This is an optimization exercise on Yosys and OpenROAD, whose aim is a short achievable clock period and few clock cycles, not a production implementation.
Only simulation tests tie the RTL to the original design; equivalence was not proved.
Power and IR drop assume default switching activity.

==> design/flow/design.v <==
package nsa_pkg;
    localparam int NUM_SLOTS_DEF = 64;
    localparam int NUM_PORTS     = 2;
    localparam int PORTS_W = 2;
    localparam int CHAN_W  = 4;
    localparam int DATA_W  = 7;
    localparam int SLOT_W  = 6;
    localparam int TIME_W  = 32;
    localparam int INFO_W  = 1 + CHAN_W + DATA_W + 1;
    localparam logic [3:0] CMD_NOTE_ON  = 4'h9;
    localparam logic [3:0] CMD_NOTE_OFF = 4'h8;
    localparam logic [3:0] CMD_CTRL     = 4'hB;
    typedef enum logic [1:0] {
        REQ_PLAY = 2'd0,
        REQ_STOP = 2'd1,
        REQ_CC   = 2'd2,
        REQ_ALL  = 2'd3
    } req_kind_t;
    typedef enum logic [1:0] {
        OC_SENT       = 2'd0,
        OC_PORT_OFF   = 2'd1,
        OC_FULL       = 2'd2,
        OC_NOT_ACTIVE = 2'd3
    } outcome_t;
    typedef enum logic [2:0] {
        ST_INIT,
        ST_IDLE,
        ST_DECIDE,
        ST_REL_A,
        ST_REL_B,
        ST_REL_C
    } state_t;
    typedef struct packed {
        req_kind_t           req_type;
        logic                port;
        logic [CHAN_W-1:0]   channel;
        logic [DATA_W-1:0]   key;
        logic [DATA_W-1:0]   controller;
        logic [DATA_W-1:0]   value;
        logic [SLOT_W-1:0]   slot;
        logic [TIME_W-1:0]   time_stamp;
    } req_t;
    typedef struct packed {
        logic                send_valid;
        logic [7:0]          status_byte;
        logic [DATA_W-1:0]   data_one;
        logic [DATA_W-1:0]   data_two;
        logic                out_port;
        logic [TIME_W-1:0]   out_time;
        logic [SLOT_W-1:0]   handle;
        outcome_t            outcome;
        logic                last;
    } result_t;
    typedef struct packed {
        logic                active;
        logic [CHAN_W-1:0]   channel;
        logic [DATA_W-1:0]   key;
        logic                port;
    } slot_info_t;
endpackage
module nsa_ram #(
    parameter int WIDTH = 8,
    parameter int DEPTH = 64,
    parameter int AW    = 6
) (
    input  logic             clk,
    input  logic             rd_en,
    input  logic [AW-1:0]    rd_addr,
    output logic [WIDTH-1:0] rd_data,
    input  logic             wr_en,
    input  logic [AW-1:0]    wr_addr,
    input  logic [WIDTH-1:0] wr_data
);
    logic [WIDTH-1:0] mem [DEPTH];
    always_ff @(posedge clk)
    begin
        if (rd_en)
        begin
            rd_data <= mem[rd_addr];
        end
    end
    always_ff @(posedge clk)
    begin
        if (wr_en)
        begin
            mem[wr_addr] <= wr_data;
        end
    end
endmodule
module nsa_ctrl #(
    parameter int NUM_SLOTS = nsa_pkg::NUM_SLOTS_DEF
) (
    input  logic                         clk,
    input  logic                         rst_n,
    input  logic                         in_valid,
    output logic                         in_ready,
    input  nsa_pkg::req_t                in_req,
    input  logic [nsa_pkg::PORTS_W-1:0]  port_enabled,
    input  logic                         out_free,
    output logic                         emit,
    output nsa_pkg::result_t             res
);
    localparam int IDX_W = (NUM_SLOTS > 1) ? $clog2(NUM_SLOTS) : 1;
    localparam int CNT_W = $clog2(NUM_SLOTS + 1);
    localparam int CMP_W = ((IDX_W > nsa_pkg::SLOT_W) ? IDX_W : nsa_pkg::SLOT_W) + 1;
    localparam logic [IDX_W-1:0] LAST_IDX = IDX_W'(NUM_SLOTS - 1);
    nsa_pkg::state_t      state_reg, state_next;
    logic [IDX_W-1:0]     front_reg, front_next;
    logic [IDX_W-1:0]     back_reg, back_next;
    logic [IDX_W-1:0]     oldest_reg, oldest_next;
    logic [CNT_W-1:0]     count_reg, count_next;
    logic [IDX_W-1:0]     init_reg, init_next;
    logic [IDX_W-1:0]     cur_reg, cur_next;
    nsa_pkg::req_t        req_reg, req_next;
    logic                 range_reg, range_next;
    logic                 rd_en;
    logic [IDX_W-1:0]     rd_addr;
    nsa_pkg::slot_info_t  info_rd;
    logic [IDX_W-1:0]     link_n, link_p;
    logic                 info_we;
    logic [IDX_W-1:0]     info_waddr;
    nsa_pkg::slot_info_t  info_wdata;
    logic                 nx_we, pv_we;
    logic [IDX_W-1:0]     nx_waddr, nx_wdata, pv_waddr, pv_wdata;
    logic [CMP_W-1:0]     in_slot_wide;
    logic                 in_range;
    logic [CMP_W-1:0]     cur_wide;
    logic                 port_ok;
    logic                 rel_done;
    logic                 play_ok;
    nsa_ram #(.WIDTH(nsa_pkg::INFO_W), .DEPTH(NUM_SLOTS), .AW(IDX_W)) u_info (
        .clk     (clk),
        .rd_en   (rd_en),
        .rd_addr (rd_addr),
        .rd_data (info_rd),
        .wr_en   (info_we),
        .wr_addr (info_waddr),
        .wr_data (info_wdata)
    );
    nsa_ram #(.WIDTH(IDX_W), .DEPTH(NUM_SLOTS), .AW(IDX_W)) u_next (
        .clk     (clk),
        .rd_en   (rd_en),
        .rd_addr (rd_addr),
        .rd_data (link_n),
        .wr_en   (nx_we),
        .wr_addr (nx_waddr),
        .wr_data (nx_wdata)
    );
    nsa_ram #(.WIDTH(IDX_W), .DEPTH(NUM_SLOTS), .AW(IDX_W)) u_prev (
        .clk     (clk),
        .rd_en   (rd_en),
        .rd_addr (rd_addr),
        .rd_data (link_p),
        .wr_en   (pv_we),
        .wr_addr (pv_waddr),
        .wr_data (pv_wdata)
    );
    assign in_slot_wide = CMP_W'(in_req.slot);
    assign in_range     = in_slot_wide < CMP_W'(NUM_SLOTS);
    assign cur_wide     = CMP_W'(cur_reg);
    assign port_ok      = (32'(req_reg.port) < nsa_pkg::NUM_PORTS)
                          && port_enabled[req_reg.port];
    always_ff @(posedge clk or negedge rst_n)
    begin
        if (!rst_n)
        begin
            state_reg  <= nsa_pkg::ST_INIT;
            front_reg  <= '0;
            back_reg   <= LAST_IDX;
            oldest_reg <= '0;
            count_reg  <= '0;
            init_reg   <= '0;
        end
        else
        begin
            state_reg  <= state_next;
            front_reg  <= front_next;
            back_reg   <= back_next;
            oldest_reg <= oldest_next;
            count_reg  <= count_next;
            init_reg   <= init_next;
        end
    end
    always_ff @(posedge clk)
    begin
        cur_reg   <= cur_next;
        req_reg   <= req_next;
        range_reg <= range_next;
    end
    always_comb
    begin
        state_next  = state_reg;
        front_next  = front_reg;
        back_next   = back_reg;
        oldest_next = oldest_reg;
        count_next  = count_reg;
        init_next   = init_reg;
        cur_next    = cur_reg;
        req_next    = req_reg;
        range_next  = range_reg;
        in_ready   = 1'b0;
        emit       = 1'b0;
        res        = '0;
        res.out_time = req_reg.time_stamp;
        res.last   = 1'b1;
        rd_en      = 1'b0;
        rd_addr    = cur_reg;
        info_we    = 1'b0;
        info_waddr = cur_reg;
        info_wdata = '0;
        nx_we      = 1'b0;
        nx_waddr   = cur_reg;
        nx_wdata   = cur_reg;
        pv_we      = 1'b0;
        pv_waddr   = cur_reg;
        pv_wdata   = cur_reg;
        rel_done   = 1'b0;
        play_ok    = 1'b0;
        case (state_reg)
            nsa_pkg::ST_INIT:
            begin
                info_we    = 1'b1;
                info_waddr = init_reg;
                nx_we      = 1'b1;
                nx_waddr   = init_reg;
                nx_wdata   = (init_reg == LAST_IDX) ? '0 : init_reg + 1'b1;
                pv_we      = 1'b1;
                pv_waddr   = init_reg;
                pv_wdata   = (init_reg == '0) ? LAST_IDX : init_reg - 1'b1;
                init_next  = init_reg + 1'b1;
                if (init_reg == LAST_IDX)
                begin
                    state_next = nsa_pkg::ST_IDLE;
                end
            end
            nsa_pkg::ST_IDLE:
            begin
                in_ready = 1'b1;
                if (in_valid)
                begin
                    req_next   = in_req;
                    range_next = in_range;
                    rd_en      = 1'b1;
                    case (in_req.req_type)
                        nsa_pkg::REQ_STOP: rd_addr = in_slot_wide[IDX_W-1:0];
                        nsa_pkg::REQ_ALL:  rd_addr = oldest_reg;
                        default:           rd_addr = front_reg;
                    endcase
                    cur_next   = rd_addr;
                    state_next = nsa_pkg::ST_DECIDE;
                end
            end
            nsa_pkg::ST_DECIDE:
            begin
                case (req_reg.req_type)
                    nsa_pkg::REQ_PLAY:
                    begin
                        if (out_free)
                        begin
                            emit       = 1'b1;
                            state_next = nsa_pkg::ST_IDLE;
                            if (!port_ok)
                            begin
                                res.outcome = nsa_pkg::OC_PORT_OFF;
                            end
                            else if (info_rd.active)
                            begin
                                res.outcome = nsa_pkg::OC_FULL;
                            end
                            else
                            begin
                                play_ok         = 1'b1;
                                res.send_valid  = 1'b1;
                                res.status_byte = {nsa_pkg::CMD_NOTE_ON, req_reg.channel};
                                res.data_one    = req_reg.key;
                                res.data_two    = req_reg.value;
                                res.out_port    = req_reg.port;
                                res.handle      = cur_wide[nsa_pkg::SLOT_W-1:0];
                                res.outcome     = nsa_pkg::OC_SENT;
                                info_we         = 1'b1;
                                info_wdata      = {1'b1, req_reg.channel, req_reg.key, req_reg.port};
                                front_next      = link_n;
                                back_next       = cur_reg;
                                count_next      = count_reg + 1'b1;
                                if (count_reg == '0)
                                begin
                                    oldest_next = cur_reg;
                                end
                            end
                        end
                    end
                    nsa_pkg::REQ_CC:
                    begin
                        if (out_free)
                        begin
                            emit       = 1'b1;
                            state_next = nsa_pkg::ST_IDLE;
                            if (port_ok)
                            begin
                                res.send_valid  = 1'b1;
                                res.status_byte = {nsa_pkg::CMD_CTRL, req_reg.channel};
                                res.data_one    = req_reg.controller;
                                res.data_two    = req_reg.value;
                                res.out_port    = req_reg.port;
                                res.outcome     = nsa_pkg::OC_SENT;
                            end
                            else
                            begin
                                res.outcome = nsa_pkg::OC_PORT_OFF;
                            end
                        end
                    end
                    nsa_pkg::REQ_STOP:
                    begin
                        if (range_reg && info_rd.active)
                        begin
                            state_next = nsa_pkg::ST_REL_A;
                        end
                        else if (out_free)
                        begin
                            emit        = 1'b1;
                            res.handle  = req_reg.slot;
                            res.outcome = nsa_pkg::OC_NOT_ACTIVE;
                            state_next  = nsa_pkg::ST_IDLE;
                        end
                    end
                    default:
                    begin
                        if (count_reg != '0)
                        begin
                            state_next = nsa_pkg::ST_REL_A;
                        end
                        else if (out_free)
                        begin
                            emit        = 1'b1;
                            res.outcome = nsa_pkg::OC_SENT;
                            state_next  = nsa_pkg::ST_IDLE;
                        end
                    end
                endcase
            end
            nsa_pkg::ST_REL_A:
            begin
                if (out_free)
                begin
                    emit            = 1'b1;
                    res.send_valid  = 1'b1;
                    res.status_byte = {nsa_pkg::CMD_NOTE_OFF, info_rd.channel};
                    res.data_one    = info_rd.key;
                    res.data_two    = '0;
                    res.out_port    = info_rd.port;
                    res.handle      = cur_wide[nsa_pkg::SLOT_W-1:0];
                    res.outcome     = nsa_pkg::OC_SENT;
                    res.last        = (req_reg.req_type == nsa_pkg::REQ_STOP)
                                      || (count_reg == CNT_W'(1));
                    info_we         = 1'b1;
                    if ((cur_reg != front_reg) && (cur_reg != back_reg))
                    begin
                        nx_we      = 1'b1;
                        nx_waddr   = link_p;
                        nx_wdata   = link_n;
                        pv_we      = 1'b1;
                        pv_waddr   = link_n;
                        pv_wdata   = link_p;
                        state_next = nsa_pkg::ST_REL_B;
                    end
                    else
                    begin
                        if (cur_reg != front_reg)
                        begin
                            front_next = cur_reg;
                            back_next  = link_p;
                        end
                        rel_done = 1'b1;
                    end
                end
            end
            nsa_pkg::ST_REL_B:
            begin
                nx_we      = 1'b1;
                nx_waddr   = back_reg;
                nx_wdata   = cur_reg;
                pv_we      = 1'b1;
                pv_waddr   = cur_reg;
                pv_wdata   = back_reg;
                state_next = nsa_pkg::ST_REL_C;
            end
            nsa_pkg::ST_REL_C:
            begin
                nx_we      = 1'b1;
                nx_waddr   = cur_reg;
                nx_wdata   = front_reg;
                pv_we      = 1'b1;
                pv_waddr   = front_reg;
                pv_wdata   = cur_reg;
                front_next = cur_reg;
                rel_done   = 1'b1;
            end
            default:
            begin
                state_next = nsa_pkg::ST_IDLE;
            end
        endcase
        if (rel_done)
        begin
            count_next = count_reg - 1'b1;
            if (cur_reg == oldest_reg)
            begin
                oldest_next = link_n;
            end
            if ((req_reg.req_type == nsa_pkg::REQ_ALL) && (count_reg > CNT_W'(1)))
            begin
                rd_en      = 1'b1;
                rd_addr    = link_n;
                cur_next   = link_n;
                state_next = nsa_pkg::ST_REL_A;
            end
            else
            begin
                state_next = nsa_pkg::ST_IDLE;
            end
        end
    end
endmodule
module midi_note_slot_allocator #(
    parameter int NUM_SLOTS = nsa_pkg::NUM_SLOTS_DEF
) (
    input  logic        clk,
    input  logic        rst_n,
    input  logic        s_tvalid,
    output logic        s_tready,
    input  logic [63:0] s_tdata,
    input  logic [1:0]  s_tuser,
    output logic        m_tvalid,
    input  logic        m_tready,
    output logic [63:0] m_tdata,
    output logic [0:0]  m_tuser,
    output logic        m_tlast,
    input  logic        cfg_we,
    input  logic [1:0]  cfg_wdata
);
    logic [nsa_pkg::PORTS_W-1:0] port_en_reg;
    logic                        out_valid_reg;
    nsa_pkg::result_t            out_reg;
    nsa_pkg::req_t               in_req;
    nsa_pkg::result_t            res;
    logic                        emit;
    logic                        out_free;
    assign in_req.req_type   = nsa_pkg::req_kind_t'(s_tuser);
    assign in_req.port       = s_tdata[0];
    assign in_req.channel    = s_tdata[4:1];
    assign in_req.key        = s_tdata[11:5];
    assign in_req.controller = s_tdata[18:12];
    assign in_req.value      = s_tdata[25:19];
    assign in_req.slot       = s_tdata[31:26];
    assign in_req.time_stamp = s_tdata[63:32];
    assign out_free = !out_valid_reg || m_tready;
    nsa_ctrl #(.NUM_SLOTS(NUM_SLOTS)) u_ctrl (
        .clk          (clk),
        .rst_n        (rst_n),
        .in_valid     (s_tvalid),
        .in_ready     (s_tready),
        .in_req       (in_req),
        .port_enabled (port_en_reg),
        .out_free     (out_free),
        .emit         (emit),
        .res          (res)
    );
    always_ff @(posedge clk or negedge rst_n)
    begin
        if (!rst_n)
        begin
            port_en_reg   <= '0;
            out_valid_reg <= 1'b0;
        end
        else
        begin
            if (cfg_we)
            begin
                port_en_reg <= cfg_wdata;
            end
            if (emit)
            begin
                out_valid_reg <= 1'b1;
            end
            else if (m_tready)
            begin
                out_valid_reg <= 1'b0;
            end
        end
    end
    always_ff @(posedge clk)
    begin
        if (emit)
        begin
            out_reg <= res;
        end
    end
    assign m_tvalid = out_valid_reg;
    assign m_tdata  = {1'b0, out_reg.outcome, out_reg.handle, out_reg.out_time,
                       out_reg.out_port, out_reg.data_two, out_reg.data_one,
                       out_reg.status_byte};
    assign m_tuser  = out_reg.send_valid;
    assign m_tlast  = out_reg.last;
endmodule
==> design/flow/run.sh <==
#!/bin/bash
# synth_recipe.tcl (not shown) runs the flow's synth.tcl, then flattens the netlist and writes it again
# the make line also repeats each setting of config.mk as NAME=value (left out here)
make -C /OpenROAD-flow-scripts/flow DESIGN_CONFIG=/design/flow/config.mk WORK_HOME=/design/flow/orfs CLKGATE_MAP_FILE= SYNTH_SCRIPT=/design/flow/synth_recipe.tcl finish
==> design/flow/config.mk <==
export PLATFORM = sky130hd
export DESIGN_NAME = midi_note_slot_allocator
export DESIGN_NICKNAME = midi_note_slot_allocator
export VERILOG_FILES = /design/flow/design.v
export SDC_FILE = /design/flow/constraint.sdc
export NUM_CORES = 4
export LEC_CHECK = 0
export CAP_MARGIN = 20
export CORE_MARGIN = 2
export CORE_UTILIZATION = 40
export SLEW_MARGIN = 20
==> design/flow/constraint.sdc <==
create_clock -name core_clock -period 7.5 [get_ports {clk}]
set_input_delay 1.5000 -clock core_clock [delete_from_list [all_inputs] [get_ports {clk}]]
set_output_delay 1.5000 -clock core_clock [all_outputs]
set_load 0.01 [all_outputs]
==> run notes <==
Status = finished clean
Maxcap violations = 0
CTS H-tree lvls = 4
Vias/cell = 5.698
DP Worst Slack = 0.8149 ns
Largest Register = u_ctrl.u_info.mem
Root Driver = clkbuf_16
WP data required = 8.01 ns
FF-to-FF End = u_ctrl.u_info.rd_data[10]$_DFFE_PP_
Antenna viol nets, final = 0
CTS Hold Buffers Added = 0
Layout Nets = 5321
Post-route DRC = 0
Largest net degree at the start of global routing = 145
Tmin final = 5.952 ns
Max-slew violations = 0
DR iter-0 viols = 5446
CTS tree = yes
RSZ-0062 raised after global routing = false
Overflow after GRT = 0
# Post-CTS Setup Buffers = 0
Port Buffers = 138
PD cells = 467.6 nW/um2
Post-DP HPWL = 120400 um
Syn Area/Cell = 14.32 um2
CP startpoint = m_tready
Starting Density = 40.14%
Post-synthesis register bit count = 1797
CP startpoint kind = input port
Std cell rows = 156
Sequential area share after synthesis = 74.21%
Clock transition at path regs = 0.06 ns
Synth Cell Area = 72390 um2
Slack of the worst reg-to-reg path = 1.64 ns
Tightest Pin Transition = 1.043 ns
Total Neg Setup Slack = 0 ns
Die area = 184400 um2
Largest delay contributor family on the critical path = compound AO/OA/AOI/OAI gates
CTS buffer count = 178
Placeable Area = 180400 um2
Sink Count = 1797
Number of synthesized flops with an enable pin = 1754
Slowest-stage cell, CP = o21ai_0
Count of different cell masters after synthesis = 78
CTS resizes = 0
Leakage = 27.46 nW
Vias in the first global route = 42307
Top flop regs = u_ctrl.u_info.mem x832, u_ctrl.u_next.mem x384, u_ctrl.u_prev.mem x384
Synth Warn # = 4
Fmax = 168.0 MHz
Final wirelength = 197000 um
Relative slew margins = 29.73%
Final Power = 38.49 mW
Antenna violations before repair = 6
Hold Crit Class = register to register
Worst-path cell chain = clkdlybuf4s50_1 -> nand2b_1 -> buf_4 -> nand2_1 -> nor3_2 -> o31a_2 -> o21ai_4 -> inv_8 -> buf_12 -> nand2_1 -> nand3_1 -> a32o_1 -> o21ai_0 -> o221ai_1
Placer's final routability congestion estimate = 0.8710
Setup ws final = 1.548 ns
Routed length per placed instance = 25.44 um
Final Cell Area = 82330 um2
Crit Path Max Fanout = 130
Crit path buf inv count = 4
Placed cell count = 7431
Max incr delay on CP = 0.68 ns
Asr flop ratio synth = 2.059%
Number of stages on the worst setup path = 14
CP dominant cell by count = nand2_1
Antenna diodes = 0
Height of the die = 429.4 um
Via count = 44131
Final Skew = 0.02189 ns
Final setup violation count = 0
Fin. Hold Viols = 0
Most used flip-flop cell after synthesis = edfxtp_1
Die X = 429.4 um
Worst reg-to-reg path cell count = 10
Ratio of cells with drive above 1 in the final layout = 9.098%
Commonest non-fill, non-tap cell in the layout = edfxtp_1
Hold_ws = 0.4096 ns
Total track usage = 20.99%
Longest Clk Path Bufs = 3
VDD IR max = 842.0 uV
Period Utilization, post-route = 79.36%
Final non-filler cell total = 7745
Worst-skew pair later-pin latency = 0.82 ns
Post-synthesis instance total = 5054
Max reg flops = 832
Reg-to-Reg Start = u_ctrl.state_reg[0]$_DFFE_PN0P_
Placement-stage cell area = 76930 um2
Final design utilization = 45.65%
Critical Path Sink = u_ctrl.u_info.rd_data[10]$_DFFE_PP_
Setup crit end kind = register
First-pass GRT wire length = 289100 um
Most frequent cells in the layout = 1754 x edfxtp_1, 972 x nand2_1, 426 x nand3_1
Hold depth = 0
Area grow syn2layout = 13.72%
DR pass1 iterations = 7
Kind of critical path = input port to register
Crit path DAT = 6.46 ns
I/O pin total = 141
layout make-up:
| cell class | instances | area, um2 |
|---|---|---|
| Fill cell | 15648 | 98030 |
| Sequential cell | 1797 | 53720 |
| Multi-Input combinational cell | 2924 | 17290 |
| Clock buffer | 223 | 4751 |
| Tap cell | 2370 | 2965 |
| Timing Repair Buffer | 301 | 2800 |
| Clock inverter | 91 | 640.6 |
| Inverter | 39 | 156.4 |
synthesized netlist by cell type, types with 10 or more instances:
cell	n	share of area, %
xnor2_1	23	0.28
nor3_1	10	0.069
nand2_1	973	5.0
a31oi_1	40	0.35
edfxtp_1	1754	73
nand3_1	426	2.9
mux2i_1	426	5.9
and2_1	16	0.14
o211ai_1	36	0.37
clkbuf_1	137	0.71
a211oi_1	21	0.22
xor2_1	13	0.16
a32o_1	22	0.30
nand2b_1	15	0.13
a32oi_1	60	0.73
o41a_1	10	0.16
mux2_2	22	0.34
a221oi_1	10	0.12
o2111ai_1	15	0.18
o22ai_1	52	0.45
buf_1	23	0.12
o211a_1	14	0.19
buf_2	94	0.65
a22oi_1	26	0.27
nor2_1	256	1.3
o221ai_1	10	0.12
a22o_1	17	0.21
nand4_1	62	0.54
o21ai_0	67	0.46
buf_4	33	0.34
and3_1	25	0.22
o311ai_0	14	0.17
a21oi_1	119	0.82
inv_1	33	0.17
dfrtp_1	31	1.1
o31ai_1	37	0.38
logic make-up (layout without fill, tap and decap cells):
logic type                 count (synthesis)  count (layout)  synth area share, %
buffers and inverters                    334             654                2.153
adders and majority gates                  7               7               0.1210
xor gates and xnor gates                  36              36               0.4355
AOI/OAI and AO/OA                        607             607                5.992
DFF                                     1797            1797                74.21
and+or+nand+nor                         1822            1822                10.80
muxes                                    450             450                6.282
other                                      1               2             0.005180
worst min-delay path by stage:
| stage | start | endpoint | slack [ns] |
|---|---|---|---|
| after floorplan | u_ctrl.req_reg[1]$_DFFE_PP_ | out_reg[10]$_DFFE_PP_ | 0.40 |
| after global placement | u_ctrl.req_reg[5]$_DFFE_PP_ | out_reg[14]$_DFFE_PP_ | 0.40 |
| after detailed placement | u_ctrl.req_reg[5]$_DFFE_PP_ | out_reg[14]$_DFFE_PP_ | 0.41 |
| after CTS | u_ctrl.req_reg[31]$_DFFE_PP_ | out_reg[40]$_DFFE_PP_ | 0.42 |
| after global routing | u_ctrl.req_reg[28]$_DFFE_PP_ | out_reg[37]$_DFFE_PP_ | 0.42 |
| final | u_ctrl.req_reg[28]$_DFFE_PP_ | out_reg[37]$_DFFE_PP_ | 0.41 |
per-layer routing:
| metal | wire length, um | global-route usage (%) |
|---|---|---|
| met5 | 30 | 0 |
| met4 | 4992 | 6.257 |
| met3 | 18160 | 4.585 |
| met2 | 89640 | 32.02 |
| met1 | 84210 | 30.12 |
power breakdown:
group | total, mW | internal (mW) | switching, mW
Combinational | 15.8 | 4.44 | 11.4
Clock | 8.41 | 4.70 | 3.71
Sequential | 14.3 | 13.7 | 0.602
Total | 38.5 | 22.8 | 15.7
Testbench counts, summed over its fixed seeds: cycles 35,220.

[re-timing with driven ports]
The results above use ideal ports. As a check the final layout listed here was re-extracted and re-timed, cells and wires unchanged.
Step 1 sets driving cells, clkbuf_16 on the clock port and buf_2 on the other inputs (assumed; they add their load-dependent delay and slew).
Step 2 moves the port delays by t, midway between the first and last clock arrival at a register: inputs arrive t later, outputs are due t later. That takes back most of the time a late clock gives input paths.
Three values: no drivers, after step 1, after step 2; two values: the first two.
t, ns: 0.891
setup slack, ns: 1.548 / 1.598 / 0.707
worst slew at a driven data input, ns: 0.07
After both steps setup and hold are still met in this run. For this run, drivers alone change the setup slack by +0.050 ns; drivers and shift together by -0.841 ns.
